This design comes from an exercise in tuning for small area, a short achievable clock period and few clock cycles per item on the open sky130 flow, not from production work.
Where RTL was checked, it was by simulation tests only, not by an equivalence proof against the original.
Function not checked in runs 6 and 7: the RTL went through the layout flow alone.
Power figures rest on the tool's default switching activity, not on a simulated workload. No driver is modelled on the clock port, so clocking that relies on it looks cheaper here than on a real chip.

$ cat flow/constraint.sdc
create_clock -name core_clock -period 11.0 [get_ports {clk}]
set_input_delay 2.2000 -clock core_clock [delete_from_list [all_inputs] [get_ports {clk}]]
set_output_delay 2.2000 -clock core_clock [all_outputs]
set_load 0.01 [all_outputs]
$ cat flow/design.v
package mfcc_delta_pkg;
    localparam int CEP_DATA_WIDTH = 16;
    localparam int NUM_CEP        = 13;
    localparam int DELTA_WIN      = 5;
    localparam logic [2:0] LAST_SLOT = 3'(DELTA_WIN - 1);
    localparam logic [2:0] WIN_FULL  = 3'(DELTA_WIN);
    typedef enum logic {
        FILL    = 1'b0,
        COMPUTE = 1'b1
    } state_t;
    function automatic logic [2:0] slot_sub(input logic [2:0] slot, input logic [2:0] off);
        logic [3:0] s;
        s = {1'b0, slot} + 4'd5 - {1'b0, off};
        if (s >= 4'd5) begin
            s = s - 4'd5;
        end
        slot_sub = s[2:0];
    endfunction
    function automatic logic [2:0] slot_inc(input logic [2:0] slot);
        slot_inc = (slot == LAST_SLOT) ? 3'd0 : slot + 3'd1;
    endfunction
endpackage
module delta_coef_index_cnt #(
    parameter int WIDTH = 7
) (
    input  logic             clk,
    input  logic             rst_n,
    input  logic             clr_i,
    input  logic             en_i,
    input  logic [WIDTH-1:0] limit_i,
    output logic [WIDTH-1:0] out_o,
    output logic             over_o
);
    logic [WIDTH-1:0] cnt_q;
    logic [WIDTH-1:0] cnt_d;
    assign over_o = (cnt_q == limit_i);
    assign out_o  = cnt_q;
    always_comb begin
        cnt_d = cnt_q;
        if (clr_i) begin
            cnt_d = '0;
        end else if (en_i) begin
            cnt_d = over_o ? '0 : cnt_q + WIDTH'(1);
        end
    end
    always_ff @(posedge clk or negedge rst_n) begin
        if (!rst_n) begin
            cnt_q <= '0;
        end else begin
            cnt_q <= cnt_d;
        end
    end
endmodule
module delta_cep_window_calc #(
    parameter int DATA_WIDTH = mfcc_delta_pkg::CEP_DATA_WIDTH,
    parameter int NUM_CEP    = mfcc_delta_pkg::NUM_CEP,
    parameter int IDX_WIDTH  = 7,
    parameter int OUT_WIDTH  = DATA_WIDTH + 3
) (
    input  logic                  clk,
    input  logic                  rst_n,
    input  logic                  clear,
    input  logic                  cep_in_valid,
    input  logic [DATA_WIDTH-1:0] cep_in_data,
    output logic                  cep_in_ready,
    output logic                  delta_valid,
    output logic [OUT_WIDTH-1:0]  delta_data,
    output logic [IDX_WIDTH-1:0]  delta_idx,
    output logic                  delta_frame_end
);
    localparam int RING = 2 * NUM_CEP;           
    localparam int SW   = $clog2(RING);
    localparam int KW   = $clog2(NUM_CEP);
    localparam logic [SW-1:0] SLOT   = SW'(RING - 2);    
    localparam logic [KW-1:0] K_LAST = KW'(NUM_CEP - 1);
    logic [DATA_WIDTH-1:0] p_q [RING];
    logic [DATA_WIDTH-1:0] q_q [RING];
    logic [DATA_WIDTH-1:0] in_data_q;
    logic                  ins_q;               
    logic                  ready_q;
    logic [SW-1:0]         slot_q, slot_d;      
    logic                  xfer;
    logic [KW-1:0]         k_q;                 
    logic [2:0]            frames_q;            
    logic                  ins;
    logic                  delta_valid_q;
    logic [OUT_WIDTH-1:0]  delta_data_q;
    logic [KW-1:0]         delta_idx_q;
    logic                  delta_frame_end_q;
    assign xfer = cep_in_valid & ready_q & ~clear;
    assign slot_d = xfer ? slot_q : ((slot_q == SW'(RING - 1)) ? '0 : slot_q + SW'(1));
    always_ff @(posedge clk or negedge rst_n) begin
        if (!rst_n) begin
            slot_q  <= SLOT - SW'(1);
            ready_q <= 1'b0;
            ins_q   <= 1'b0;
        end else begin
            slot_q  <= slot_d;
            ready_q <= (slot_d == SLOT);
            ins_q   <= xfer;
        end
    end
    always_ff @(posedge clk) begin
        in_data_q <= cep_in_data;
    end
    always_ff @(posedge clk) begin
        p_q[0] <= ins_q ? in_data_q   : p_q[RING-1];
        q_q[0] <= ins_q ? p_q[RING-1] : q_q[RING-1];
        for (int r = 1; r < RING; r++) begin
            p_q[r] <= p_q[r-1];
            q_q[r] <= q_q[r-1];
        end
    end
    logic [DATA_WIDTH-1:0] c_p1, c_m1, c_m2;
    logic [OUT_WIDTH-1:0]  op_x, op_y, op_z, op_w;
    logic [OUT_WIDTH-1:0]  s1, c1, s2, c2;
    assign c_p1 = p_q[NUM_CEP-1];
    assign c_m1 = q_q[NUM_CEP-1];
    assign c_m2 = q_q[RING-1];
    assign op_x = {{(OUT_WIDTH-DATA_WIDTH-1){in_data_q[DATA_WIDTH-1]}}, in_data_q, 1'b1};
    assign op_y = {{(OUT_WIDTH-DATA_WIDTH-1){~c_m2[DATA_WIDTH-1]}}, ~c_m2, 1'b1};
    assign op_z = {{(OUT_WIDTH-DATA_WIDTH){c_p1[DATA_WIDTH-1]}}, c_p1};
    assign op_w = {{(OUT_WIDTH-DATA_WIDTH){~c_m1[DATA_WIDTH-1]}}, ~c_m1};
    assign s1 = op_x ^ op_y ^ op_z;
    assign c1 = {(op_x[OUT_WIDTH-2:0] & op_y[OUT_WIDTH-2:0]) | (op_x[OUT_WIDTH-2:0] & op_z[OUT_WIDTH-2:0])
                 | (op_y[OUT_WIDTH-2:0] & op_z[OUT_WIDTH-2:0]), 1'b1};
    assign s2 = s1 ^ c1 ^ op_w;
    assign c2 = {(s1[OUT_WIDTH-2:0] & c1[OUT_WIDTH-2:0]) | (s1[OUT_WIDTH-2:0] & op_w[OUT_WIDTH-2:0])
                 | (c1[OUT_WIDTH-2:0] & op_w[OUT_WIDTH-2:0]), 1'b0};
    assign ins = ins_q & ~clear;
    always_ff @(posedge clk or negedge rst_n) begin
        if (!rst_n) begin
            k_q           <= '0;
            frames_q      <= '0;
            delta_valid_q <= 1'b0;
        end else begin
            delta_valid_q <= ins & frames_q[2];
            if (clear) begin
                k_q      <= '0;
                frames_q <= '0;
            end else if (ins) begin
                if (k_q == K_LAST) begin
                    k_q <= '0;
                    if (!frames_q[2]) frames_q <= frames_q + 3'd1;
                end else begin
                    k_q <= k_q + KW'(1);
                end
            end
        end
    end
    always_ff @(posedge clk) begin
        delta_data_q      <= s2 + c2;
        delta_idx_q       <= k_q;
        delta_frame_end_q <= (k_q == K_LAST);
    end
    assign cep_in_ready    = ready_q;
    assign delta_valid     = delta_valid_q;
    assign delta_data      = delta_data_q;
    assign delta_idx       = IDX_WIDTH'(delta_idx_q);
    assign delta_frame_end = delta_frame_end_q;
endmodule
$ cat flow/standard.sh
#!/bin/bash
# synth_recipe.tcl (not shown) runs the flow's synth.tcl, then flattens the netlist and writes it again
# the make line also repeats each setting of config.mk as NAME=value (left out here)
make -C /OpenROAD-flow-scripts/flow DESIGN_CONFIG=/design/flow/config.mk WORK_HOME=/design/flow/orfs CLKGATE_MAP_FILE= SYNTH_SCRIPT=/design/flow/synth_recipe.tcl "${@:-finish}"
$ cat flow/config.mk
export PLATFORM = sky130hd
export DESIGN_NAME = delta_cep_window_calc
export DESIGN_NICKNAME = delta_cep_window_calc
export VERILOG_FILES = /design/flow/design.v
export SDC_FILE = /design/flow/constraint.sdc
export NUM_CORES = 4
export LEC_CHECK = 0
export CAP_MARGIN = 20
export CORE_MARGIN = 2
export CORE_UTILIZATION = 40
export SLEW_MARGIN = 20
$ cat flow/flow/run.sh
#!/bin/bash
set -euo pipefail
cd "$(dirname "$0")/.."
export CTS_ARGS="-sink_clustering_enable -repair_clock_nets -dont_use_dummy_load -buf_list {sky130_fd_sc_hd__clkbuf_4 sky130_fd_sc_hd__clkbuf_8 sky130_fd_sc_hd__clkbuf_16}"
export BUFFER_PORTS_ARGS="-buffer_cell sky130_fd_sc_hd__buf_2"
export SETUP_SLACK_MARGIN=7.3
bash standard.sh > make.log 2>&1
==> results of run 1 <==
==> area by class of cell <==
class                      count  area [um2]  share of cell area
clock buffer                  80        2000              0.0853
sequential                   887       17800               0.760
multi-input combinational    232        2230              0.0951
inverter                      89         334              0.0142
timing repair buffer          45         225             0.00959
tap                          672         841              0.0358
==> path summary, 6_finish.rpt <==
check,from,endpoint,slack (ps),cells after the start
worst max register to register,in_data_q[2]$_DFF_P_,delta_data_q[17]$_DFF_P_,7700,10
worst min-delay path,p_q[4][3]$_DFF_P_,p_q[5][3]$_DFF_P_,290,0
max in group asynchronous,rst_n,slot_q[0]$_DFF_PN1_,9160,1
worst max-delay path,delta_data_q[8]$_DFF_P_,delta_data[8],7640,1
min in group asynchronous,rst_n,delta_valid_q$_DFF_PN0_,1540,1
worst min register to register,p_q[4][3]$_DFF_P_,p_q[5][3]$_DFF_P_,290,0
==> cells in the mapped netlist (all sizes together) (2+ instances only) <==
library cell	n	area (um2)
and2	2	13.8
o21a	4	30.0
xnor2	11	96.3
dfstp	4	105
a41oi	3	33.8
nand2	16	60.1
a21oi	21	109
ha	24	300
fa	33	661
dfxtp	872	17500
o211ai	2	15.0
mux2	32	360
o31ai	3	22.5
dfrtp	11	275
o21ai	13	68.8
a311o	2	20.0
nor2	13	48.8
a21o	3	22.5
nor3	4	20.0
buf	8	56.3
xor2	6	52.6
clkbuf	4	16.3
nand3b	2	15.0
nand2b	2	12.5
inv	89	334
nor2b	2	12.5
nand3	4	20.0
nand4	4	25.0
and3	3	20.0
a211oi	2	15.0
==> layer usage <==
layer,GRT usage,share of wire,routed length [um]
met4,0.0435,0.030,764
met1,0.146,0.52,13200
met2,0.139,0.40,10200
met3,0.0348,0.048,1230
met5,0,0,0
==> through the flow <==
step / power, mW / worst slack (ps)
after floorplan: 3.49 / 7650
after global placement: 3.57 / 7560
after detailed placement: 3.57 / 7400
after CTS: 5.85 / 7610
after global routing: 6.01 / 7560
final: 5.77 / 7640
==> power by group <==
group | total [mW] | internal (mW) | switching (mW) | leakage [nW]
clock network | 2.27 | 1.28 | 0.992 | 0.986
registers | 3.31 | 3.27 | 0.0372 | 7.23
logic | 0.194 | 0.0811 | 0.113 | 1.36
total | 5.77 | 4.63 | 1.14 | 9.58
==> registers in the layout, indices dropped and copies added, names as in the netlist <==
register and count:
delta_valid_q 1, delta_data_q 19, p_q 416, frames_q 3, k_q 4, ins_q 1, in_data_q 16, q_q 416
delta_frame_end_q 1, ready_q 1, delta_idx_q 4, slot_q 5
==> layout by cell type (no fill, tap or decap), types with 3 or more instances in the layout <==
| cell type | n |
|---|---|
| a21o_1 | 3 |
| a21oi_1 | 20 |
| buf_2 | 45 |
| clkbuf_16 | 80 |
| conb_1 | 3 |
| dfrtp_1 | 10 |
| dfstp_2 | 4 |
| dfxtp_1 | 872 |
| fa_1 | 33 |
| ha_1 | 24 |
| inv_1 | 89 |
| mux2_2 | 32 |
| nand2_1 | 16 |
| nand3_1 | 4 |
| nand4_1 | 4 |
| nor2_1 | 13 |
| nor3_1 | 4 |
| o21a_1 | 4 |
| o21ai_0 | 10 |
| o31ai_1 | 3 |
| xnor2_1 | 11 |
| xor2_1 | 6 |
==> cells by family after synthesis <==
| logic type | share of synthesized area |
|---|---|
| fa+ha+maj | 0.0469 |
| xor+xnor | 0.00727 |
| compound gates | 0.0211 |
| buf+inv | 0.0199 |
| simple gates | 0.0151 |
| mux | 0.0181 |
| flops | 0.871 |
| other cells | 0.000183 |
==> run summary, run 1 <==
- Status: timing/DRC/antenna clean
- Reg clk slew, reported paths: 60 ps
- Die Wd: roughly 230 um
- First-iteration detailed-routing DRC count: 415
- Final min period: roughly 3400 ps
- Total track usage: 0.102
- EDFF count, synth: 0
- Final ANT Viol Nets: 0
- CTS max path bufs: 3
- Critical path endpoint category: output pin
- Startpoint Class: register
- Clk root buf: clkbuf_16
- Number of max-cap violations: 0
- Pins Over Slew Limit: 0
- Post-synthesis sequential area ratio: 0.871
- Setup TNS: 0 ps
- Routed WL per cell: 12.7 um
- Netlist Area Pre-Place: ~20,000 um2
- Final Skew: between 40 and 50 ps
- Post-Syn Instances: 1,218
- Worst-skew pair later-pin latency: approximately 590 ps
- Largest net degree at the start of global routing: 40
- Crit path largest cell delay: approximately 420 ps
- TritonCTS Buffers: 80
- Unique masters post-synth: 58
- Via count: ~8,000
- Number of hold buffers added after CTS: 0
- Mapped Avg Cell Area: about 17 um2
- First-pass GRT wire length: approximately 43,000 um
- Worst VDD drop: roughly 0.00017 V
- Post-DP HPWL: ~15,000 um
- IO buf count: 45
- Initial Utilization: 0.406
- CTS resizes: 0
- Area grow syn2layout: 14.7%
- CP top delay family: flip-flops
- Cells along the critical path: buf_2
- 1st-pass router iterations: 4
- CP max stage cell: dfxtp_1
- Seq cells post-synth: just under 900
- Fin Hold WS: around 290 ps
- Area of the core: between 50,000 and 60,000 um2
- Post-Place Cells: between 1,500 and 2,000
- Crit path arrival time: 1160 ps
- # clock sinks: roughly 900
- Vias in the first global route: roughly 8,300
- Die height: between 200 and 250 um
- IO Pins: 49
- Worst-Margin Slew: around 670 ps
- Ys async rst share: 0.0169
- RD Place Congestion: ~0.73
- Final wirelength: 25,400 um
- CTS tree: yes
- Drt drc: 0
- RSZ-0062 raised after global routing: false
- Worst Hold Class: reg -> reg
- WP buf/inv: 1
- Ant diodes: 0
- Std-Cell Rows: between 80 and 90
- WS Path Type: reg -> out
- Non-Filler Instances: between 2,000 and 2,500
- Gr ovfl total: 0
- Syn. warnings: 3
- Vias per cell: around 4
- Max Fclk: 0.298 GHz
- Post-CTS Setup Inserts: 0
- Static leakage: approximately 9.6 nW
- Fillers: between 4,000 and 5,000
- Placed Area: ~21,000 um2
- Ratio of cells with drive above 1 in the final layout: 0.126
- Fin crit share: 0.305
- Final setup fails: 0
- H-Tree Depth: 3
- Initial antenna violation count: 0
- Slew margin rel.: 0.554
- Data required time of the critical path: slightly below 9000 ps
- # nets final: approximately 1,400
- Most used DFF post-synth: dfxtp_1
- Fin util: 0.466
- Power density over the cells: 246 nW/um2
- Full die area: roughly 53,000 um2
- Finished Cell Area: 23,500 um2
- Final number of hold-violating endpoints: 0
- Max FO, Critical Path: 1
Testbench counts, summed over its fixed seeds: cycles 5,016, items 4,576.
==> run 2: changes to the inputs <==
==> flow/flow/run.sh (replaced) <==
#!/bin/bash
set -euo pipefail
cd "$(dirname "$0")/.."
export CTS_ARGS="-sink_clustering_enable -repair_clock_nets -dont_use_dummy_load -sink_clustering_size 34 -sink_clustering_max_diameter 90 -buf_list {sky130_fd_sc_hd__clkbuf_8 sky130_fd_sc_hd__clkbuf_16}"
export BUFFER_PORTS_ARGS="-buffer_cell sky130_fd_sc_hd__buf_2"
export SETUP_SLACK_MARGIN=7.3
bash standard.sh > make.log 2>&1
==> run 2 against run 1 <==
Effect of this change:
- critical path depth did not move
- critical path type unchanged
- highest routed layer unchanged
- global-route usage down 0.71 points
- maximum frequency decreased by 0.71%
- flip-flop and latch count stayed put
- via count decreased by 4.1%
- final cell count fell by 2.5%
- still clean on timing, DRC and antenna
- power is 16% lower
- non-clock buffer count unchanged
==> run summary, run 2 <==
- Status: timing/DRC/antenna clean
- Ys async rst share: 0.0169
- Reg clk slew, reported paths: approximately 110 ps
- CP top delay family: flip-flops
- Biggest registers after layout: p_q (416), q_q (416), delta_data_q (19)
- EDFF count, synth: 0
- RR Endpoint: delta_data_q[17]$_DFF_P_
- Ratio of cells with drive above 1 in the final layout: 0.0920
- Routed WL per cell: between 10 and 15 um
- WP buf/inv: 1
- Cells along the critical path: buf_2
- Post-synthesis sequential area ratio: 0.871
- WHS Endpoint: p_q[21][9]$_DFF_P_
- Seq cells post-synth: approximately 900
- Full die area: ~53,000 um2
- CTS tree: yes
- Static leakage: between 8 and 9 nW
- H-Tree Depth: 1
- Fin util: 0.441
- CTS resizes: 0
- Via count: between 7,000 and 8,000
- Startpoint Class: register
- 1st-pass router iterations: 4
- Top-count cell post-synth: dfxtp_1
- Vias per cell: 3.93
- Netlist Area Pre-Place: 20,500 um2
- Highest-count cells in the layout ignoring fill and taps: 872 x dfxtp_1, 89 x inv_1, 45 x buf_2, 33 x fa_1, 32 x mux2_2
- Post-CTS Setup Inserts: 0
- Final WS setup: around 7600 ps
- Area leader, netlist: dfxtp_1
- Place WS: 7400 ps
- Setup TNS: 0 ps
- Clk root buf: clkbuf_16
- Initial Utilization: 0.406
- Die Wd: 230 um
- Area grow syn2layout: 8.58%
- Drt drc: 0
- Mapped Avg Cell Area: between 15 and 20 um2
- TritonCTS Buffers: 30
- Fillers: about 4,500
- Non-Filler Instances: 1,955
- Total track usage: 0.0947
- Gr ovfl total: 0
- Fin crit share: 0.307
- Final Skew: 43.5 ps
- Slew margin rel.: 0.555
- Synth top area cells: dfxtp_1 85%, fa_1 3.2%, mux2_2 1.8%
- WS Path Type: reg -> out
- Hold path startpoint: p_q[20][9]$_DFF_P_
- Die height: 230 um
- Max Fclk: between 0.2 and 0.3 GHz
- Number of hold buffers added after CTS: 0
- Syn. warnings: 3
- Vias in the first global route: 7,790
- Worst-skew pair later-pin latency: slightly above 600 ps
- RR Startpoint: in_data_q[2]$_DFF_P_
- Worst R2R Path Depth: 10
- Final number of hold-violating endpoints: 0
- Pins Over Slew Limit: 0
- Final min period: ~3400 ps
- Synth top area share: 0.853
- # clock sinks: ~890
- Unique masters post-synth: 58
- IO buf count: between 40 and 50
- Largest net degree at the start of global routing: 40
- Most instantiated cells after synthesis: 872 x dfxtp_1, 89 x inv_1, 33 x fa_1
- Reg2Reg Setup Slack: around 7800 ps
- Final wirelength: ~24,000 um
- RD Place Congestion: around 0.73
- # nets final: 1,362
- Final setup fails: 0
- Ant diodes: 0
- Std-Cell Rows: 82
- Worst Hold Class: reg -> reg
- Total power draw: around 4.8 mW
- Post-Place Cells: about 1,900
- Initial antenna violation count: 0
- First-pass GRT wire length: between 40,000 and 50,000 um
- Area of the core: roughly 50,000 um2
- Critical path endpoint category: output pin
- Power density over the cells: approximately 220 nW/um2
- Post-Syn Instances: 1,218
- First-iteration detailed-routing DRC count: 380
- CTS max path bufs: 3
- Crit path arrival time: about 1200 ps
- Hold depth: 0
- Number of max-cap violations: 0
- Final ANT Viol Nets: 0
- Post-DP HPWL: 15,000 um
- RSZ-0062 raised after global routing: false
- Max FO, Critical Path: 1
- CP max stage cell: dfxtp_1
- IO Pins: just under 50
- Worst-Margin Slew: around 670 ps
- Crit. Startpoint: delta_data_q[13]$_DFF_P_
- Crit path largest cell delay: 410 ps
- Leading cell type in the layout, fill and taps excluded: dfxtp_1
- Data required time of the critical path: about 9000 ps
- Worst VDD drop: ~0.00012 V
- Most used DFF post-synth: dfxtp_1
-- run 2: cells by family after synthesis --
logic type | share of synthesized area
flip-flops | 0.871
AO/OA/AOI/OAI | 0.0211
buffers and inverters | 0.0199
multiplexers | 0.0181
other | 0.000183
adder cells (fa/ha/maj) | 0.0469
XOR/XNOR | 0.00727
AND/OR/NAND/NOR | 0.0151
-- run 2: power breakdown --
part           total (mW)  internal, mW  switching [mW]
sequential           3.31          3.27          0.0374
combinational       0.193        0.0811           0.111
clock                1.33         0.492           0.838
-- run 2: worst max path at each step --
| stage | endpoint | depth (start not counted) |
|---|---|---|
| CTS | delta_data[17] | 1 |
| global route | delta_data_q[17]$_DFF_P_ | 10 |
| floorplan | ready_q$_DFF_PN0_ | 7 |
| detailed placement | ready_q$_DFF_PN0_ | 6 |
| global placement | ready_q$_DFF_PN0_ | 6 |
| finish | delta_data[13] | 1 |
-- run 2: metal layers --
| metal | GRT usage | share of wire |
|---|---|---|
| met3 | 0.0208 | 0.039 |
| met2 | 0.133 | 0.39 |
| met4 | 0.0284 | 0.028 |
| met1 | 0.145 | 0.54 |
| met5 | 0 | 0 |
-- run 2: metrics by stage --
stage / instance area, um2 / hold slack [ps]
2_1_floorplan: 20500 / 310
3_3_place_gp: 21500 / 310
3_5_place_dp: 21500 / 312
4_1_cts: 22200 / 287
5_1_grt: 22200 / 287
6_report: 22200 / 286
-- run 2: layout make-up --
class | instances | area, um2 | area share
Sequential cell | 887 | 17800 | 0.803
Multi-Input combinational cell | 232 | 2230 | 0.100
Inverter | 89 | 334 | 0.0150
Tap cell | 672 | 841 | 0.0378
Clock buffer | 30 | 751 | 0.0338
Timing Repair Buffer | 45 | 225 | 0.0101
==> run 3: changes to the inputs <==
==> flow/flow/run.sh (replaced) <==
#!/bin/bash
set -euo pipefail
cd "$(dirname "$0")/.."
export CTS_ARGS="-sink_clustering_enable -repair_clock_nets -dont_use_dummy_load -sink_clustering_size 34 -sink_clustering_max_diameter 90 -buf_list {sky130_fd_sc_hd__clkbuf_8 sky130_fd_sc_hd__clkbuf_16}"
export BUFFER_PORTS_ARGS="-buffer_cell sky130_fd_sc_hd__buf_2"
export SETUP_SLACK_MARGIN=7.8
bash standard.sh > make.log 2>&1
==> run 3 against run 2 <==
Effect of this change:
- still clean on timing, DRC and antenna
- via count fell by 0.49%
- non-clock buffer count did not move
- combinational power up 16%
- global-route usage decreased by 0.23 points
- die area is the same
- critical path type unchanged
- critical endpoint is now delta_data[14]
- largest cell class unchanged
- largest power group unchanged
==> run summary, run 3 <==
- Status: timing/DRC/antenna clean
- Setup TNS: 0 ps
- Area grow syn2layout: 9.73%
- Reg2Reg Setup Slack: 7910 ps
- Biggest registers after layout: p_q (416), q_q (416), delta_data_q (19)
- EDFF count, synth: 0
- Vias per cell: 3.91
- WP buf/inv: 1
- Switching share of power: 0.204
- WS Path Type: reg -> out
- Reg clk slew, reported paths: 110 ps
- Ratio of cells with drive above 1 in the final layout: 0.116
- 1st-pass router iterations: 4
- Gr ovfl total: 0
- Clk network pwr share: 0.276
- Post-synthesis sequential area ratio: 0.871
- GRT met3 Usage: 0.0221
- Routed WL per cell: 12.3 um
- Max FO, Critical Path: 1
- Via count: approximately 7,600
- RR Endpoint: delta_data_q[13]$_DFF_P_
- Number of max-cap violations: 0
- Die height: ~230 um
- Critical path depth: 1
- Post-CTS Setup Inserts: 0
- Final setup fails: 0
- Comb power frac: 0.046
- RD Place Congestion: just over 0.7
- CP top delay family: flip-flops
- Switching power: ~1000 uW
- Crit path largest cell delay: ~380 ps
- IO buf count: between 40 and 50
- Met1 Use GR: 0.140
- Unique masters post-synth: between 50 and 60
- Non-Filler Instances: between 1,500 and 2,000
- Highest-count cells in the layout ignoring fill and taps: 853 x dfxtp_1, 89 x inv_1, 33 x fa_1, 32 x mux2_2, 31 x clkbuf_16
- CTS max path bufs: 3
- M2 GR Usage: 0.131
- Cells along the critical path: buf_6
- CP max stage cell: dfxtp_4
- Leading cell type in the layout, fill and taps excluded: dfxtp_1
- Number of hold buffers added after CTS: 0
- Pins Over Slew Limit: 0
- TritonCTS Buffers: 31
- Worst VDD drop: 0.000115 V
- Drt drc: 0
- Final wirelength: between 20,000 and 25,000 um
- Seq cells post-synth: about 900
- RR Startpoint: in_data_q[1]$_DFF_P_
- Ys async rst share: 0.0169
- Die Wd: roughly 230 um
- Synth top area share: 0.853
- Mapped Avg Cell Area: about 17 um2
- # nets final: between 1,000 and 1,500
- Worst R2R Path Depth: 11
- Static leakage: about 9.0 nW
- Clk root buf: clkbuf_16
- Max Fclk: just over 0.3 GHz
- Synth top area cells: dfxtp_1 85%, fa_1 3.2%, mux2_2 1.8%
- Final WS setup: roughly 7700 ps
- Slew margin rel.: 0.566
- Crit. Startpoint: delta_data_q[14]$_DFF_P_
- Flop pwr share: 0.678
- CTS tree: yes
- Power density over the cells: roughly 220 nW/um2
- Final Skew: roughly 49 ps
- Data required time of the critical path: approximately 9000 ps
- Final min period: 3310 ps
- Ant diodes: 0
- First-pass GRT wire length: a little under 40,000 um
- Full die area: approximately 53,000 um2
- First-iteration detailed-routing DRC count: 349
- Initial antenna violation count: 0
- Post-DP HPWL: roughly 15,000 um
- RSZ-0062 raised after global routing: true
- Worst-skew pair later-pin latency: ~600 ps
- Setup crit end: delta_data[14]
- Post-Syn Instances: roughly 1,200
- Startpoint Class: register
- Fin crit share: 0.301
- Critical path endpoint category: output pin
- Vias in the first global route: between 7,000 and 8,000
- Syn. warnings: 3
- Total track usage: 0.0925
- Area of the core: ~50,000 um2
- Worst Hold Class: reg -> reg
- Netlist Area Pre-Place: 20,500 um2
- Crit path arrival time: between 1000 and 1500 ps
- Worst-Margin Slew: about 650 ps
- Top-count cell post-synth: dfxtp_1
- Grt peak-use layer: met1
- Std-Cell Rows: 82
- H-Tree Depth: 1
- Final ANT Viol Nets: 0
- # clock sinks: ~900
- Initial Utilization: 0.406
- Place WS: around 7500 ps
- Final number of hold-violating endpoints: 0
- Most instantiated cells after synthesis: 872 x dfxtp_1, 89 x inv_1, 33 x fa_1
- Largest net degree at the start of global routing: 40
- Area leader, netlist: dfxtp_1
- Internal: 3.89 mW
- IO Pins: between 40 and 50
- Most used DFF post-synth: dfxtp_1
- Post-Place Cells: a little under 2,000
run 3: area by class of cell:
cell class                      instances  area, um2
Clock buffer                           31        776
Fill cell                            4410      27900
Inverter                               89        334
Multi-Input combinational cell        232       2300
Sequential cell                       887      17900
Tap cell                              672        841
Timing Repair Buffer                   45        325
run 3: worst min path at each step:
| stage | end | depth (start not counted) | start | slack (ps) |
|---|---|---|---|---|
| 6_report | p_q[3][9]$_DFF_P_ | 0 | p_q[2][9]$_DFF_P_ | 270 |
| 5_1_grt | p_q[1][9]$_DFF_P_ | 0 | p_q[0][9]$_DFF_P_ | 280 |
| 2_1_floorplan | p_q[10][0]$_DFF_P_ | 0 | p_q[9][0]$_DFF_P_ | 310 |
| 3_5_place_dp | p_q[2][12]$_DFF_P_ | 0 | p_q[1][12]$_DFF_P_ | 310 |
| 3_3_place_gp | p_q[10][10]$_DFF_P_ | 0 | p_q[9][10]$_DFF_P_ | 310 |
| 4_1_cts | p_q[3][9]$_DFF_P_ | 0 | p_q[2][9]$_DFF_P_ | 280 |
run 3: logic make-up after synthesis:
family | Yosys count | synth area share
flops | 887 | 0.871
mux | 33 | 0.0181
other cells | 1 | 0.000183
simple gates | 60 | 0.0151
buf+inv | 101 | 0.0199
fa+ha+maj | 57 | 0.0469
xor+xnor | 17 | 0.00727
compound gates | 62 | 0.0211
run 3: metrics by stage:
stage	hold slack, ps	util	instance area, um2	power (mW)
after CTS	275	0.444	22400	4.94
final	273	0.446	22500	4.89
after floorplan	310	-	20500	3.49
after global placement	310	0.426	21500	3.57
after detailed placement	312	0.426	21500	3.57
after global routing	275	0.446	22500	5.09
run 3: power groups by stage:
stage               Sequential (mW)  Clock (mW)  Combinational (mW)
floorplan                      3.37           0               0.120
global placement               3.38           0               0.189
detailed placement             3.38           0               0.192
CTS                            3.32        1.40               0.214
global route                   3.32        1.52               0.247
finish                         3.32        1.35               0.223
run 3: timing repair:
item	CTS	global route
pin swaps	0	4
resized for setup	38	22
setup endpoints to repair	27	32
endpoints found under the hold margin	0	0
run 3: per-layer routing:
| metal | part of all wire | vias to the layer above |
|---|---|---|
| met2 | 0.40 | 66 |
| met4 | 0.023 | 0 |
| met5 | 0 | - |
| met3 | 0.039 | 40 |
| met1 | 0.54 | 3647 |
| li1 | - | 3887 |
==> run 4: changes to the inputs <==
--- a/flow/config.mk
+++ b/flow/config.mk
@@ -8,4 +8,4 @@
 export CAP_MARGIN = 20
 export CORE_MARGIN = 2
-export CORE_UTILIZATION = 40
+export CORE_UTILIZATION = 55
 export SLEW_MARGIN = 20
==> run 4 against run 3 <==
Effect of this change:
- still clean on timing, DRC and antenna
- wire length down 4.7%
- synthesized cell count stayed put
- non-clock buffer count rose by 2
- power decreased by 0.73%
- design area is 1.4% lower
- critical path depth unchanged
- flip-flop and latch count did not move
- synthesized area stayed put
- sequential share of layout area is 1.0 points higher
- first-iteration DRC count is 17% lower
- register-to-register slack better by 20 ps
- highest routed layer unchanged
==> run summary, run 4 <==
- Status: timing/DRC/antenna clean
- Std-Cell Rows: 70
- Total power draw: 4.85 mW
- CTS tree: yes
- WS Path Type: reg -> out
- Worst Hold Class: reg -> reg
- Die Wd: around 200 um
- IO buf count: between 40 and 50
- Leading cell type in the layout, fill and taps excluded: dfxtp_1
- Fillers: roughly 2,800
- TritonCTS Buffers: 30
- CTS max path bufs: 3
- RR Endpoint: delta_data_q[12]$_DFF_P_
- Fin util: 0.605
- Startpoint Class: register
- Static leakage: about 9.0 nW
- Hold path startpoint: p_q[10][10]$_DFF_P_
- Most used DFF post-synth: dfxtp_1
- IO Pins: about 50
- Ys async rst share: 0.0169
- Switching power: around 980 uW
- Synth Area in XOR/XNOR: 0.00727
- Final Skew: between 60 and 70 ps
- WP buf/inv: 1
- H-Tree Depth: 1
- Max Fclk: around 0.3 GHz
- Flop pwr share: 0.682
- Area leader, netlist: dfxtp_1
- Clk network pwr share: 0.273
- Worst VDD drop: 0.000155 V
- Post-synthesis compound-gate area fraction: 0.0211
- 1st-pass router iterations: 4
- Post-Synth Adder-Cell Area: 0.0469
- Crit path arrival time: approximately 1100 ps
- Routed WL per cell: around 13 um
- Biggest registers after layout: p_q (416), q_q (416), delta_data_q (19)
- Cells along the critical path: buf_2
- Top-count cell post-synth: dfxtp_1
- Drt drc: 0
- Final number of hold-violating endpoints: 0
- WHS Endpoint: p_q[11][10]$_DFF_P_
- # nets final: roughly 1,400
- First-iteration detailed-routing DRC count: slightly below 300
- Max FO, Critical Path: 2
- Vias per cell: about 4.3
- Simple-gate portion of the synthesized area: 0.0151
- EDFF count, synth: 0
- Finished Cell Area: 22,200 um2
- Mux cell area share after synthesis: 0.0181
- Full die area: 38,800 um2
- RD Place Congestion: 0.714
- Crit path largest cell delay: approximately 390 ps
- Switching share of power: 0.202
- Non-Filler Instances: 1,753
- Area of the core: about 37,000 um2
- Reg2Reg Setup Slack: 7930 ps
- Power density over the cells: about 220 nW/um2
- RR Startpoint: p_q[12][7]$_DFF_P_
- Slew margin rel.: 0.558
- Final ANT Viol Nets: 0
- Comb power frac: 0.045
- CP top delay family: flip-flops
- Number of max-cap violations: 0
- Hold depth: 0
- Fin crit share: 0.302
- Post-Place Cells: between 1,500 and 2,000
- Total track usage: 0.122
- Vias in the first global route: ~7,400
- Placed Area: 21,200 um2
- Area grow syn2layout: 8.24%
- Reg clk slew, reported paths: 120 ps
- Final min period: roughly 3300 ps
- Syn. warnings: 3
- Internal: slightly below 4 mW
- Post-synthesis sequential area ratio: 0.871
- Ratio of cells with drive above 1 in the final layout: 0.115
- Ant diodes: 0
- # clock sinks: about 900
- Worst R2R Path Depth: 10
- Die height: slightly below 200 um
- First-pass GRT wire length: roughly 38,000 um
- Worst-skew pair later-pin latency: around 610 ps
- Post-Syn Instances: ~1,200
- Pins Over Slew Limit: 0
- Setup TNS: 0 ps
- Via count: about 7,500
- Synth top area share: 0.853
- Data required time of the critical path: between 8000 and 9000 ps
- Netlist Area Pre-Place: about 20,000 um2
- CP max stage cell: dfrtp_1
- Final wirelength: 22,900 um
- Unique masters post-synth: 58
- RSZ-0062 raised after global routing: true
- Initial antenna violation count: 0
- Largest family of logic cells by synthesized area: adder cells
- Mapped Avg Cell Area: 16.8 um2
- Seq cells post-synth: between 800 and 900
- Clk root buf: clkbuf_16
- Final setup fails: 0
- Highest-count cells in the layout ignoring fill and taps: 854 x dfxtp_1, 87 x inv_1, 32 x mux2_2, 32 x fa_1, 30 x clkbuf_16
- Worst-Margin Slew: 664 ps
- Largest net degree at the start of global routing: 40
- Gr ovfl total: 0
- Most instantiated cells after synthesis: 872 x dfxtp_1, 89 x inv_1, 33 x fa_1
- Initial Utilization: 0.559
- Critical path endpoint category: output pin
- Synth top area cells: dfxtp_1 85%, fa_1 3.2%, mux2_2 1.8%
- Post-DP HPWL: 13,600 um
## run 4: cell counts after synthesis
Identical to the previous run, type by type.
## run 4: logic make-up after synthesis
group / after synthesis
and+or+nand+nor: 60
AOI/OAI and AO/OA: 62
xor gates and xnor gates: 17
buffers and inverters: 101
DFF: 887
muxes: 33
other: 1
adders and majority gates: 57
## run 4: layer usage
metal / GRT usage / routed length, um / up-vias
met5: 0 / 0 / -
met4: 0.0340 / 546 / 0
met3: 0.0258 / 755 / 34
met2: 0.175 / 9210 / 63
met1: 0.186 / 12400 / 3568
li1: - / - / 3880
## run 4: how the worst max path moves through the flow
stage               slack [ps]              start  depth (start not counted)                 to
CTS                       7640  ready_q$_DFF_PN0_                          1       cep_in_ready
floorplan                 7710              clear                          7  ready_q$_DFF_PN0_
global route              7630  ready_q$_DFF_PN0_                          1       cep_in_ready
detailed placement        7540              clear                          6  ready_q$_DFF_PN0_
global placement          7580              clear                          6  ready_q$_DFF_PN0_
finish                    7680  ready_q$_DFF_PN0_                          1       cep_in_ready
## run 4: final cells by class
type,count,area [um2],area share
multi-input combinational,232,2280,0.103
sequential,887,17900,0.806
timing repair buffer,47,340,0.0154
tap,468,586,0.0264
clock buffer,30,751,0.0339
inverter,89,334,0.0151
## run 4: stage by stage
step           hold WS (ps)  setup slack (ps)
2_1_floorplan           310              7710
3_3_place_gp            310              7580
3_5_place_dp            312              7540
4_1_cts                 239              7640
5_1_grt                 242              7630
6_report                241              7680
## run 4: power groups by stage
| stage | Clock [mW] | Sequential (mW) | Combinational, mW |
|---|---|---|---|
| CTS | 1.38 | 3.31 | 0.212 |
| floorplan | 0 | 3.37 | 0.120 |
| detailed placement | 0 | 3.37 | 0.191 |
| global placement | 0 | 3.37 | 0.187 |
| global route | 1.48 | 3.32 | 0.244 |
| finish | 1.32 | 3.31 | 0.219 |
## run 4: what timing repair did
| action | 4_1_cts | 5_1_grt |
|---|---|---|
| buffers inserted | 0 | 2 |
| gates resized for setup | 30 | 20 |
| pin swaps | 0 | 7 |
| hold buffers | 0 | 0 |
| endpoints found under the setup margin | 28 | 32 |
| cloned | 0 | 0 |
| hold endpoints to repair | 0 | 0 |
==> run 5: changes to the inputs <==
--- a/flow/config.mk
+++ b/flow/config.mk
@@ -8,4 +8,5 @@
 export CAP_MARGIN = 20
 export CORE_MARGIN = 2
-export CORE_UTILIZATION = 55
+export CORE_UTILIZATION = 70
+export PLACE_DENSITY = 0.78
 export SLEW_MARGIN = 20
==> run 5 against run 4 <==
Effect of this change:
- flip-flop and latch count unchanged
- power up 0.26%
- wire length up 11%
- count of clock-buffer cells in the layout unchanged
==> run summary, run 5 <==
- Status: timing/DRC/antenna clean
- First-iteration detailed-routing DRC count: approximately 390
- # clock sinks: 887
- Die Wd: between 150 and 200 um
- TritonCTS Buffers: 30
- Critical path endpoint category: output pin
- Crit path largest cell delay: about 390 ps
- Setup TNS: 0 ps
- Total power draw: 4.87 mW
- Data required time of the critical path: between 8000 and 9000 ps
- IO buf count: 45
- Finished Cell Area: 22,000 um2
- Fin Hold WS: roughly 260 ps
- RSZ-0062 raised after global routing: true
- Std-Cell Rows: 62
- Comb power frac: 0.046
- Met3 WL: ~760 um
- Initial antenna violation count: 0
- Switching power: approximately 990 uW
- Total track usage: 0.171
- Area grow syn2layout: 7.66%
- Area leader, netlist: dfxtp_1
- Startpoint Class: register
- Clk root buf: clkbuf_16
- Reg clk slew, reported paths: around 110 ps
- Gr ovfl total: 0
- CP top delay family: flip-flops
- Worst-Margin Slew: between 1000 and 1500 ps
- Mapped Avg Cell Area: roughly 17 um2
- Final setup fails: 0
- CP max stage cell: dfrtp_1
- Flop pwr share: 0.681
- Syn. warnings: 3
- Die height: between 150 and 200 um
- Largest net degree at the start of global routing: 40
- RD Place Congestion: ~0.82
- Area of the core: about 29,000 um2
- IO Pins: between 40 and 50
- Highest Signal Layer: met4
- Most used DFF post-synth: dfxtp_1
- Fin crit share: 0.300
- Place WS: around 7500 ps
- EDFF count, synth: 0
- Ratio of cells with drive above 1 in the final layout: 0.112
- Via count: between 7,000 and 8,000
- Post-synthesis sequential area ratio: 0.871
- Final wirelength: approximately 26,000 um
- Initial Utilization: 0.711
- Number of hold buffers added after CTS: 0
- Pins Over Slew Limit: 0
- Max FO, Critical Path: 1
- Switching share of power: 0.203
- Biggest registers after layout: p_q (416), q_q (416), delta_data_q (19)
- Power density over the cells: approximately 220 nW/um2
- Placed Area: about 21,000 um2
- Cells along the critical path: buf_2
- # nets final: ~1,400
- Seq cells post-synth: about 900
- Final WS setup: between 7000 and 8000 ps
- Final min period: roughly 3300 ps
- Drt drc: 0
- Full die area: 30,600 um2
- H-Tree Depth: 1
- Max Fclk: about 0.3 GHz
- Vias in the first global route: 7,896
- Fillers: 1,581
- Worst VDD drop: roughly 0.00017 V
- Internal: ~3.9 mW
- Final ANT Viol Nets: 0
- WS Path Type: reg -> out
- Post-Syn Instances: approximately 1,200
- First-pass GRT wire length: about 41,000 um
- Unique masters post-synth: slightly below 60
- Highest-count cells in the layout ignoring fill and taps: 856 x dfxtp_1, 89 x inv_1, 32 x mux2_2, 32 x fa_1, 30 x clkbuf_16
- Slew margin rel.: 0.261
- 1st-pass router iterations: 4
- Netlist Area Pre-Place: a little over 20,000 um2
- CTS max path bufs: 3
- CTS tree: yes
- Worst-skew pair later-pin latency: ~580 ps
- Most instantiated cells after synthesis: 872 x dfxtp_1, 89 x inv_1, 33 x fa_1
- Static leakage: 9.01 nW
- Synth top area share: 0.853
- Leading cell type in the layout, fill and taps excluded: dfxtp_1
- Worst Hold Class: reg -> reg
- Top-count cell post-synth: dfxtp_1
- Crit path arrival time: around 1100 ps
- Vias per cell: 4.61
- Clk network pwr share: 0.273
- Routed WL per cell: 15.3 um
- Ant diodes: 0
- WL met2: between 10,000 and 15,000 um
- Non-Filler Instances: approximately 1,700
- Ys async rst share: 0.0169
- Post-Place Cells: approximately 1,600
- Wl on met1: 12,600 um
- Final number of hold-violating endpoints: 0
- Final Skew: approximately 70 ps
- Fin util: 0.766
- Synth top area cells: dfxtp_1 85%, fa_1 3.2%, mux2_2 1.8%
- WP buf/inv: 1
- Post-DP HPWL: between 15,000 and 20,000 um
- Number of max-cap violations: 0
run 5: cell types whose count changed in the layout (fill, tap and decap cells not counted), sizes merged:
cell	before	now
buf	47	46
run 5: power groups by stage:
stage	logic, mW	clock network, mW	registers (mW)
4_1_cts	0.219	1.36	3.31
5_1_grt	0.247	1.47	3.32
3_3_place_gp	0.183	0	3.37
2_1_floorplan	0.120	0	3.37
3_5_place_dp	0.191	0	3.38
6_report	0.224	1.33	3.31
run 5: kinds of logic after synthesis:
group	synth area share
compound gates	0.0211
xor+xnor	0.00727
fa+ha+maj	0.0469
buf+inv	0.0199
flops	0.871
mux	0.0181
other cells	0.000183
simple gates	0.0151
run 5: final timing paths:
check                           slack (ps)                        to                    start  cells after the start
worst max register to register        7880  delta_data_q[18]$_DFF_P_    in_data_q[11]$_DFF_P_                     10
worst min register to register         260         q_q[2][9]$_DFF_P_        q_q[1][9]$_DFF_P_                      0
worst min-delay path                   260         q_q[2][9]$_DFF_P_        q_q[1][9]$_DFF_P_                      0
worst max-delay path                  7700               delta_valid  delta_valid_q$_DFF_PN0_                      1
max in group asynchronous             9220       slot_q[0]$_DFF_PN1_                    rst_n                      1
min in group asynchronous             1480        k_q[0]$_DFFE_PN0P_                    rst_n                      1
run 5: layout make-up:
class	count	area, um2	share of cell area
Tap cell	384	480	0.0218
Clock buffer	30	751	0.0341
Inverter	89	334	0.0152
Timing Repair Buffer	46	333	0.0151
Multi-Input combinational cell	232	2280	0.103
Sequential cell	887	17900	0.811
run 5: timing repair:
action                                  in CTS  in global routing
buffers inserted                             0                  1
pin swaps                                    0                  4
resized for setup                           36                 11
endpoints found under the setup margin      29                 35
run 5: per-layer routing:
layer  vias up  GRT usage
met5         -          0
met4         0     0.0417
met3        36     0.0255
met2        94      0.274
met1      3668      0.249
li1       3885          -
==> run 6: changes to the inputs <==
--- a/flow/design.v
+++ b/flow/design.v
@@ -150,5 +150,5 @@
     end
     always_ff @(posedge clk) begin
-        delta_data_q      <= s2 + c2;
+        delta_data_q      <= op_x + op_y + op_z + op_w + OUT_WIDTH'(1);
         delta_idx_q       <= k_q;
         delta_frame_end_q <= (k_q == K_LAST);
--- a/flow/config.mk
+++ b/flow/config.mk
@@ -8,5 +8,4 @@
 export CAP_MARGIN = 20
 export CORE_MARGIN = 2
-export CORE_UTILIZATION = 70
-export PLACE_DENSITY = 0.78
+export CORE_UTILIZATION = 40
 export SLEW_MARGIN = 20
==> run 6 against run 5 <==
Effect of this change:
- design area grew 2.0%
- synthesized area shrank 0.44%
- synthesized cell count shrank 0.90%
- critical path depth is the same
- non-clock buffer count grew 3
- final cell count grew 17%
- flip-flop and latch count is the same
- clock skew grew 1.7 ps
- via count shrank 1.2%
- largest cell class unchanged
==> run summary, run 6 <==
- Crit path arrival time: around 1200 ps
- Worst VDD drop: between 0.0001 and 0.00015 V
- Setup TNS: 0 ps
- Area leader, netlist: dfxtp_1
- Fin crit share: 0.311
- Die height: about 230 um
- CP max stage cell: dfrtp_2
- Fillers: around 4,400
- Largest net degree at the start of global routing: 40
- Static leakage: between 9 and 10 nW
- Crit path largest cell delay: 470 ps
- Mapped Avg Cell Area: 16.9 um2
- Leading cell type in the layout, fill and taps excluded: dfxtp_1
- Via count: ~7,600
- Die Wd: about 230 um
- Post-Syn Instances: ~1,200
- Max Fclk: 0.292 GHz
- WS Path Type: reg -> out
- Full die area: ~53,000 um2
- Final WS setup: about 7600 ps
- Unique masters post-synth: between 40 and 50
- # nets final: approximately 1,400
- Status: timing/DRC/antenna clean
- Post-synthesis sequential area ratio: 0.875
- Data required time of the critical path: between 8000 and 9000 ps
- Power density over the cells: 213 nW/um2
- Routed WL per cell: around 13 um
- Ant diodes: 0
- Worst-skew pair later-pin latency: 610 ps
- Initial antenna violation count: 1
- Worst-Margin Slew: approximately 1100 ps
- Startpoint Class: register
- Synth top area cells: dfxtp_1 86%, fa_1 3.1%, mux2_1 1.8%
- Syn. warnings: 3
- Vias per cell: 3.90
- First-pass GRT wire length: just under 40,000 um
- Synth top area share: 0.857
- WP buf/inv: 1
- Seq cells post-synth: between 800 and 900
- Worst Hold Class: reg -> reg
- CTS max path bufs: 3
- Vias in the first global route: about 7,500
- Final wirelength: 24,500 um
- Initial Utilization: 0.405
- CP top delay family: flip-flops
- Total track usage: 0.0937
- Pins Over Slew Limit: 0
- Drt drc: 0
- Final ANT Viol Nets: 0
- Ys async rst share: 0.0169
- Critical path endpoint category: output pin
- RD Place Congestion: roughly 0.73
- Std-Cell Rows: approximately 80
- RSZ-0062 raised after global routing: true
- First-iteration detailed-routing DRC count: 370
- Highest-count cells in the layout ignoring fill and taps: 854 x dfxtp_1, 72 x inv_1, 32 x mux2_1, 32 x fa_1, 30 x clkbuf_16
- Final number of hold-violating endpoints: 0
- Netlist Area Pre-Place: between 20,000 and 25,000 um2
- IO buf count: between 40 and 50
- Biggest registers after layout: p_q (416), q_q (416), delta_data_q (19)
- Ratio of cells with drive above 1 in the final layout: 0.105
- Most used DFF post-synth: dfxtp_1
- Reg clk slew, reported paths: roughly 120 ps
- H-Tree Depth: 1
- Post-DP HPWL: around 15,000 um
- Final min period: 3420 ps
- Top-count cell post-synth: dfxtp_1
- Place WS: 7650 ps
- Number of hold buffers added after CTS: 0
- Most instantiated cells after synthesis: 872 x dfxtp_1, 72 x inv_1, 32 x fa_1, 32 x mux2_1, 25 x ha_1
- Cells along the critical path: buf_6
- TritonCTS Buffers: 30
- IO Pins: just under 50
- EDFF count, synth: 0
- Area of the core: roughly 50,000 um2
- CTS tree: yes
- Final Skew: 71.6 ps
- Final setup fails: 0
- Clk root buf: clkbuf_16
- Gr ovfl total: 0
- Max FO, Critical Path: 1
- 1st-pass router iterations: 4
- Slew margin rel.: 0.292
- Area grow syn2layout: 10.3%
- Number of max-cap violations: 0
- # clock sinks: slightly below 900
run 6: cell count changes in the layout (fill, tap and decap cells not counted), moves of 4 or more:
cell	previous run	this run
mux2_2	32	0
mux2_1	0	32
o21ai_0	8	2
ha_1	22	15
o21ai_1	4	9
ha_2	1	5
nand2_1	16	20
inv_1	89	72
nand3_1	4	8
ha_4	1	5
dfxtp_4	1	6
run 6: logic make-up (layout without fill, tap and decap cells):
kind of cell / after synthesis / after routing / synth area share
other: 1 / 3 / 0.000184
AND/OR/NAND/NOR: 69 / 69 / 0.0164
AO/OA/AOI/OAI: 56 / 56 / 0.0184
adder cells (fa/ha/maj): 57 / 57 / 0.0468
multiplexers: 34 / 34 / 0.0187
buffers and inverters: 84 / 152 / 0.0161
XOR/XNOR: 19 / 19 / 0.00817
flip-flops: 887 / 887 / 0.875
run 6: what timing repair did:
item,4_1_cts,5_1_grt
buffers inserted,3,1
setup endpoints to repair,31,32
gates resized for setup,34,40
pin swaps,6,13
run 6: stage by stage:
stage	instances	utilization	cell area, um2	hold WS (ps)	total power, mW
after global placement	1915	0.426	21400	310	3.50
after CTS	1948	0.444	22300	290	4.83
after global routing	1949	0.447	22500	279	4.98
final	1949	0.447	22500	283	4.79
after floorplan	1209	-	20400	310	3.44
after detailed placement	1915	0.426	21400	312	3.50
run 6: worst paths after layout:
kind | start | end | slack, ps | depth (start not counted)
max in group asynchronous | rst_n | slot_q[1]$_DFF_PN1_ | 9190 | 1
min in group asynchronous | rst_n | frames_q[0]$_DFFE_PN0P_ | 1470 | 1
setup / recovery | delta_valid_q$_DFF_PN0_ | delta_valid | 7580 | 1
setup reg to reg | in_data_q[6]$_DFF_P_ | delta_data_q[17]$_DFF_P_ | 7940 | 11
hold / removal | q_q[3][14]$_DFF_P_ | q_q[4][14]$_DFF_P_ | 280 | 0
hold reg to reg | q_q[3][14]$_DFF_P_ | q_q[4][14]$_DFF_P_ | 280 | 0
run 6: layout make-up:
type	count	area (um2)	area share
Sequential cell	887	17900	0.795
Multi-Input combinational cell	238	2380	0.106
Inverter	73	274	0.0122
Clock buffer	30	751	0.0334
Timing Repair Buffer	49	355	0.0158
Tap cell	672	841	0.0374
run 6: layer usage:
metal,up-vias,GRT usage,part of all wire
met1,3611,0.151,0.56
met4,0,0.0236,0.025
met3,41,0.0179,0.031
met2,77,0.127,0.38
li1,3863,-,-
met5,-,0,0
run 6: where the power goes:
group / leakage, nW / internal [mW] / switching [mW] / total, mW
Clock: 0.370 / 0.493 / 0.835 / 1.33
Combinational: 1.55 / 0.0784 / 0.0870 / 0.165
Sequential: 7.23 / 3.26 / 0.0318 / 3.30
==> run 7: changes to the inputs <==
==> flow/flow/run.sh (replaced) <==
#!/bin/bash
set -euo pipefail
cd "$(dirname "$0")/.."
export CTS_ARGS="-sink_clustering_enable -repair_clock_nets -dont_use_dummy_load -sink_clustering_size 34 -sink_clustering_max_diameter 90 -buf_list {sky130_fd_sc_hd__clkbuf_8 sky130_fd_sc_hd__clkbuf_16}"
export BUFFER_PORTS_ARGS="-buffer_cell sky130_fd_sc_hd__buf_2"
export SETUP_SLACK_MARGIN=7.3
bash standard.sh > make.log 2>&1
==> run 7 against run 6 <==
Effect of this change:
- synthesized cell count unchanged
- flip-flop and latch count is the same
- clock power about the same
- die area stayed put
- critical path type unchanged
- worst hold slack got worse by 12 ps
- largest cell class unchanged
- first-iteration DRC count did not move
- final cell count down 0.21%
- power fell by 0.77%
- critical path depth did not move
- design area is 1.5% lower
==> run summary, run 7 <==
- Ant diodes: 0
- Slew margin rel.: 0.282
- Post-synthesis sequential area ratio: 0.875
- # nets final: roughly 1,400
- Std-Cell Rows: 82
- Total power draw: between 4 and 5 mW
- Simple-gate portion of the synthesized area: 0.0164
- Die Wd: between 200 and 250 um
- Worst-skew pair later-pin latency: 600 ps
- Area occupied by multi-input gates: between 2000 and 2500 um2
- Hold path startpoint: q_q[4][14]$_DFF_P_
- Seq cells post-synth: approximately 900
- IO Pins: 49
- Post-CTS Setup Inserts: 0
- Worst VDD drop: 0.000114 V
- 1st-pass router iterations: 4
- Finished Cell Area: between 20,000 and 25,000 um2
- Critical path endpoint category: output pin
- Synth top area cells: dfxtp_1 86%, fa_1 3.1%, mux2_1 1.8%
- Place WS: roughly 7500 ps
- Full die area: ~53,000 um2
- Status: timing/DRC/antenna clean
- Reg2Reg Setup Slack: roughly 7600 ps
- CP top delay family: flip-flops
- Final min period: roughly 3500 ps
- Area grow syn2layout: 8.69%
- Final setup fails: 0
- Leading cell type in the layout, fill and taps excluded: dfxtp_1
- Number of max-cap violations: 0
- Max FO, Critical Path: 1
- Initial Utilization: 0.405
- Post-Syn Instances: between 1,000 and 1,500
- Synth top area share: 0.857
- Clk root buf: clkbuf_16
- Total track usage: 0.0922
- CTS tree: yes
- First-iteration detailed-routing DRC count: between 300 and 400
- CTS resizes: 0
- RR Startpoint: in_data_q[1]$_DFF_P_
- Mapped Avg Cell Area: 16.9 um2
- Vias in the first global route: approximately 7,400
- Most instantiated cells after synthesis: 872 x dfxtp_1, 72 x inv_1, 32 x fa_1, 32 x mux2_1, 25 x ha_1
- Largest family of logic cells by synthesized area: adder cells
- Mux cell area share after synthesis: 0.0187
- Post-DP HPWL: between 15,000 and 20,000 um
- Fillers: 4,486
- Unique masters post-synth: between 40 and 50
- Area leader, netlist: dfxtp_1
- Fin util: 0.441
- FF/Latch Area: 17,800 um2
- Crit path arrival time: 1260 ps
- Gr ovfl total: 0
- Synth Area in XOR/XNOR: 0.00817
- Ys async rst share: 0.0169
- Fin Hold WS: approximately 270 ps
- CP max stage cell: dfxtp_1
- RSZ-0062 raised after global routing: false
- Placed Area: between 20,000 and 25,000 um2
- RD Place Congestion: slightly above 0.7
- Reg clk slew, reported paths: roughly 120 ps
- Final WS setup: 7540 ps
- Cells along the critical path: buf_2
- Die height: between 200 and 250 um
- Startpoint Class: register
- TritonCTS Buffers: 30
- Most used DFF post-synth: dfxtp_1
- IO buf count: 45
- First-pass GRT wire length: 38,900 um
- Pins Over Slew Limit: 0
- Final ANT Viol Nets: 0
- Non-Filler Instances: slightly below 2,000
- Drt drc: 0
- Fin crit share: 0.314
- Final wirelength: 24,000 um
- Setup TNS: 0 ps
- WP buf/inv: 1
- Final number of hold-violating endpoints: 0
- Post-Synth Adder-Cell Area: 0.0468
- Crit. Startpoint: delta_data_q[13]$_DFF_P_
- Largest net degree at the start of global routing: 40
- Static leakage: 9.11 nW
- Max Fclk: 0.289 GHz
- Worst Hold Class: reg -> reg
- Area of the core: a little over 50,000 um2
- Vias per cell: 3.90
- Syn. warnings: 3
- Number of hold buffers added after CTS: 0
- Via count: 7,591
- Post-Place Cells: 1,915
- # clock sinks: approximately 890
- Post-synthesis compound-gate area fraction: 0.0184
- Worst-Margin Slew: approximately 1100 ps
- Final Skew: roughly 47 ps
- Ratio of cells with drive above 1 in the final layout: 0.0683
- Power density over the cells: between 200 and 250 nW/um2
- Top-count cell post-synth: dfxtp_1
- EDFF count, synth: 0
- H-Tree Depth: 1
- CTS max path bufs: 3
- Netlist Area Pre-Place: 20,400 um2
- Highest-count cells in the layout ignoring fill and taps: 872 x dfxtp_1, 72 x inv_1, 45 x buf_2, 32 x mux2_1, 32 x fa_1
- Biggest registers after layout: p_q (416), q_q (416), delta_data_q (19)
- Data required time of the critical path: 8800 ps
- Routed WL per cell: between 10 and 15 um
- WS Path Type: reg -> out
- Initial antenna violation count: 1
- Crit path largest cell delay: ~470 ps
-- run 7: cell counts after synthesis --
No cell type changed its count.
-- run 7: final timing paths --
kind,end,cells after the start
setup / recovery,delta_data[13],1
hold / removal,q_q[5][14]$_DFF_P_,0
setup reg to reg,delta_data_q[17]$_DFF_P_,11
hold reg to reg,q_q[5][14]$_DFF_P_,0
max in group asynchronous,slot_q[2]$_DFF_PN1_,1
min in group asynchronous,k_q[3]$_DFFE_PN0P_,1
-- run 7: logic make-up after synthesis --
family	Yosys count
buffers and inverters	84
other	1
AOI/OAI and AO/OA	56
xor gates and xnor gates	19
adders and majority gates	57
and+or+nand+nor	69
DFF	887
muxes	34
-- run 7: final cells by class --
| cell class | count | area share |
|---|---|---|
| Timing Repair Buffer | 45 | 0.0102 |
| Inverter | 73 | 0.0124 |
| Clock buffer | 30 | 0.0339 |
| Tap cell | 672 | 0.0380 |
| Sequential cell | 887 | 0.805 |
| Multi-Input combinational cell | 238 | 0.100 |
-- run 7: per-layer routing --
metal | wire length [um] | global-route usage
met5 | 0 | 0
met4 | 550 | 0.0242
met3 | 923 | 0.0195
met2 | 9310 | 0.127
met1 | 13300 | 0.145
-- run 7: where the power goes --
group	total, mW	internal [mW]	leakage (nW)	switching, mW
Sequential	3.29	3.26	7.23	0.0289
Combinational	0.137	0.0573	1.51	0.0797
Clock	1.33	0.493	0.370	0.834
Total	4.75	3.81	9.11	0.942
==> run 8: changes to the inputs <==
--- a/flow/design.v
+++ b/flow/design.v
@@ -150,5 +150,5 @@
     end
     always_ff @(posedge clk) begin
-        delta_data_q      <= op_x + op_y + op_z + op_w + OUT_WIDTH'(1);
+        delta_data_q      <= s2 + c2;
         delta_idx_q       <= k_q;
         delta_frame_end_q <= (k_q == K_LAST);
==> flow/flow/run.sh (replaced) <==
#!/bin/bash
set -euo pipefail
cd "$(dirname "$0")/.."
export CTS_ARGS="-sink_clustering_enable -repair_clock_nets -dont_use_dummy_load -sink_clustering_size 36 -sink_clustering_max_diameter 95 -buf_list {sky130_fd_sc_hd__clkbuf_8 sky130_fd_sc_hd__clkbuf_16}"
export BUFFER_PORTS_ARGS="-buffer_cell sky130_fd_sc_hd__buf_1"
export SETUP_SLACK_MARGIN=7.8
bash standard.sh > make.log 2>&1
--- a/flow/config.mk
+++ b/flow/config.mk
@@ -8,4 +8,5 @@
 export CAP_MARGIN = 20
 export CORE_MARGIN = 2
-export CORE_UTILIZATION = 40
+export CORE_UTILIZATION = 70
+export PLACE_DENSITY = 0.78
 export SLEW_MARGIN = 20
==> run 8 against run 7 <==
Effect of this change:
- critical endpoint is now delta_data[8]
- via count increased by 0.78%
- largest cell class unchanged
- worst hold slack improved by 25 ps
- first-iteration DRC count decreased by 8.4%
- critical path type unchanged
- core utilization increased by 32 points
- synthesized cell count increased by 0.91%
- clock skew decreased by 9.2 ps
- sequential share of layout area increased by 0.63 points
==> run summary, run 8 <==
- Post-Place Cells: 1,637
- Area leader, netlist: dfxtp_1
- Fin crit share: 0.299
- Die Wd: between 150 and 200 um
- Placed Area: 21,100 um2
- Seq cells post-synth: just under 900
- # nets final: around 1,400
- CTS tree: yes
- RR Endpoint: delta_data_q[12]$_DFF_P_
- Worst-Margin Slew: around 1100 ps
- Post-synthesis sequential area ratio: 0.871
- Cells along the critical path: buf_6
- Clk root buf: clkbuf_16
- Via count: roughly 7,700
- Reg clk slew, reported paths: around 120 ps
- Number of hold buffers added after CTS: 0
- Leading cell type in the layout, fill and taps excluded: dfxtp_1
- Setup crit end: delta_data[8]
- Full die area: about 31,000 um2
- IO Pins: 49
- WS Path Type: reg -> out
- Status: timing/DRC/antenna clean
- Data required time of the critical path: approximately 8800 ps
- Fin Hold WS: just under 300 ps
- Mapped Avg Cell Area: roughly 17 um2
- Final Skew: ~38 ps
- Post-synthesis compound-gate area fraction: 0.0211
- Crit path largest cell delay: around 390 ps
- Synth Area in XOR/XNOR: 0.00727
- Highest-count cells in the layout ignoring fill and taps: 853 x dfxtp_1, 87 x inv_1, 32 x mux2_2, 32 x fa_1, 28 x clkbuf_16
- First-iteration detailed-routing DRC count: around 340
- Routed WL per cell: between 15 and 20 um
- Area grow syn2layout: 7.51%
- Finished Cell Area: 22,000 um2
- Total power draw: between 4 and 5 mW
- Post-DP HPWL: around 15,000 um
- Max FO, Critical Path: 1
- Worst VDD drop: between 0.0001 and 0.00015 V
- Area of the core: roughly 29,000 um2
- Worst Hold Class: reg -> reg
- TritonCTS Buffers: 28
- Slew margin rel.: 0.276
- Max Fclk: 0.304 GHz
- Final setup fails: 0
- Final WS setup: around 7700 ps
- Power density over the cells: about 220 nW/um2
- Top-count cell post-synth: dfxtp_1
- Final min period: approximately 3300 ps
- Netlist Area Pre-Place: roughly 20,000 um2
- Largest net degree at the start of global routing: 40
- Initial Utilization: 0.711
- Reg2Reg Setup Slack: around 7900 ps
- CP max stage cell: dfxtp_2
- Initial antenna violation count: 1
- First-pass GRT wire length: about 41,000 um
- Vias in the first global route: just under 8,000
- Largest family of logic cells by synthesized area: adder cells
- WP buf/inv: 1
- Crit path arrival time: between 1000 and 1500 ps
- Setup TNS: 0 ps
- RSZ-0062 raised after global routing: true
- Gr ovfl total: 0
- Synth top area cells: dfxtp_1 85%, fa_1 3.2%, mux2_2 1.8%
- Critical path depth: 1
- RR Startpoint: in_data_q[5]$_DFF_P_
- # clock sinks: between 800 and 900
- Mux cell area share after synthesis: 0.0181
- Pins Over Slew Limit: 0
- Vias per cell: 4.58
- Biggest registers after layout: p_q (416), q_q (416), delta_data_q (19)
- Static leakage: approximately 8.9 nW
- Std-Cell Rows: 62
- Synth top area share: 0.853
- Place WS: about 7400 ps
- Final number of hold-violating endpoints: 0
- IO buf count: 45
- Critical path endpoint category: output pin
- CP top delay family: flip-flops
- Final wirelength: 25,500 um
- RD Place Congestion: 0.817
- Non-Filler Instances: 1,669
- Unique masters post-synth: between 50 and 60
- Most used DFF post-synth: dfxtp_1
- Drt drc: 0
- Die height: approximately 180 um
- Ys async rst share: 0.0169
- Ratio of cells with drive above 1 in the final layout: 0.104
- CTS max path bufs: 3
- Post-Syn Instances: about 1,200
- Fin util: 0.765
- Number of max-cap violations: 0
- Startpoint Class: register
- Syn. warnings: 3
- Final ANT Viol Nets: 0
- Simple-gate portion of the synthesized area: 0.0151
- Worst-skew pair later-pin latency: ~580 ps
- Worst R2R Path Depth: 10
- 1st-pass router iterations: 4
- H-Tree Depth: 1
- Total track usage: 0.169
- Most instantiated cells after synthesis: 872 x dfxtp_1, 89 x inv_1, 33 x fa_1
- Crit. Startpoint: delta_data_q[8]$_DFF_P_
- Post-Synth Adder-Cell Area: 0.0469
- EDFF count, synth: 0
## run 8: cell families after synthesis
| kind of cell | Yosys count |
|---|---|
| xor+xnor | 17 |
| mux | 33 |
| flops | 887 |
| simple gates | 60 |
| other cells | 1 |
| fa+ha+maj | 57 |
| buf+inv | 101 |
| compound gates | 62 |
## run 8: metal layers
metal	routed length, um	up-vias	track usage	part of all wire
met5	0	-	0	0
li1	-	3887	-	-
met2	11600	84	0.272	0.46
met3	704	41	0.0261	0.028
met1	12400	3638	0.244	0.49
met4	673	0	0.0438	0.026
## run 8: how the worst min path moves through the flow
stage / start / cells past startpoint / slack (ps) / endpoint
after floorplan: p_q[9][0]$_DFF_P_ / 0 / 310 / p_q[10][0]$_DFF_P_
after global placement: p_q[1][7]$_DFF_P_ / 0 / 310 / p_q[2][7]$_DFF_P_
after detailed placement: p_q[13][8]$_DFF_P_ / 0 / 310 / p_q[14][8]$_DFF_P_
after CTS: p_q[22][9]$_DFF_P_ / 0 / 300 / p_q[23][9]$_DFF_P_
after global routing: p_q[22][9]$_DFF_P_ / 0 / 300 / p_q[23][9]$_DFF_P_
final: p_q[22][9]$_DFF_P_ / 0 / 300 / p_q[23][9]$_DFF_P_
## run 8: where the power goes
group          switching, mW  total, mW  internal [mW]
registers             0.0387       3.31           3.27
clock network          0.823       1.29          0.463
logic                  0.117      0.226          0.110
total                  0.978       4.82           3.85
## run 8: cell type report
type,count,area [um2]
flip-flops and latches,887,17900
fillers,1584,6770
clock buffers,28,701
repair buffers,48,330
diodes,1,2.50
inverters,89,334
multi-input cells,232,2300
well taps,384,480
## run 8: repair_timing
| item | 4_1_cts | 5_1_grt |
|---|---|---|
| pin swaps | 0 | 12 |
| resized for setup | 54 | 30 |
| buffers inserted | 0 | 3 |
| endpoints found under the setup margin | 28 | 35 |
Testbench counts of run 8, summed over its fixed seeds: cycles 5,016, items 4,576.

[afterwards: timing with drivers on the ports]
The flow's constraints put no driver on any port. The routed layouts listed below were extracted and timed again, unchanged, in two steps. Step 1, drivers: a clkbuf_16 drives clk and a buf_2 each remaining input, both assumed. Step 2, shift: input delay + t, output delay - t, t = (earliest + latest rising clock arrival at the registers) / 2. This alone moves slack from input paths to output paths. Three values: ideal ports, drivers, drivers and shift; two values: the first two.
run | t (ns) | setup WS [ns] | worst register clock-pin slew, ns
run 1 | 0.618 | 7.643 / 7.590 / 7.376 | 0.06 / 0.06
run 2 | 0.641 | 7.619 / 7.565 / 7.413 | 0.12 / 0.12
run 3 | 0.643 | 7.687 / 7.634 / 7.491 | 0.12 / 0.12
run 4 | 0.625 | 7.680 / 7.629 / 7.567 | 0.12 / 0.12
run 5 | 0.601 | 7.698 / 7.648 / 7.501 | 0.12 / 0.12
run 6 | 0.625 | 7.579 / 7.529 / 7.628 | 0.12 / 0.12
run 7 | 0.633 | 7.542 / 7.489 / 7.511 | 0.12 / 0.12
run 8 | 0.619 | 7.715 / 7.663 / 7.408 | 0.12 / 0.12
After both steps every run listed still meets setup and hold. The setup slack of run 8, which loses most, moves by -0.052 ns with the drivers and by -0.307 ns with both steps.
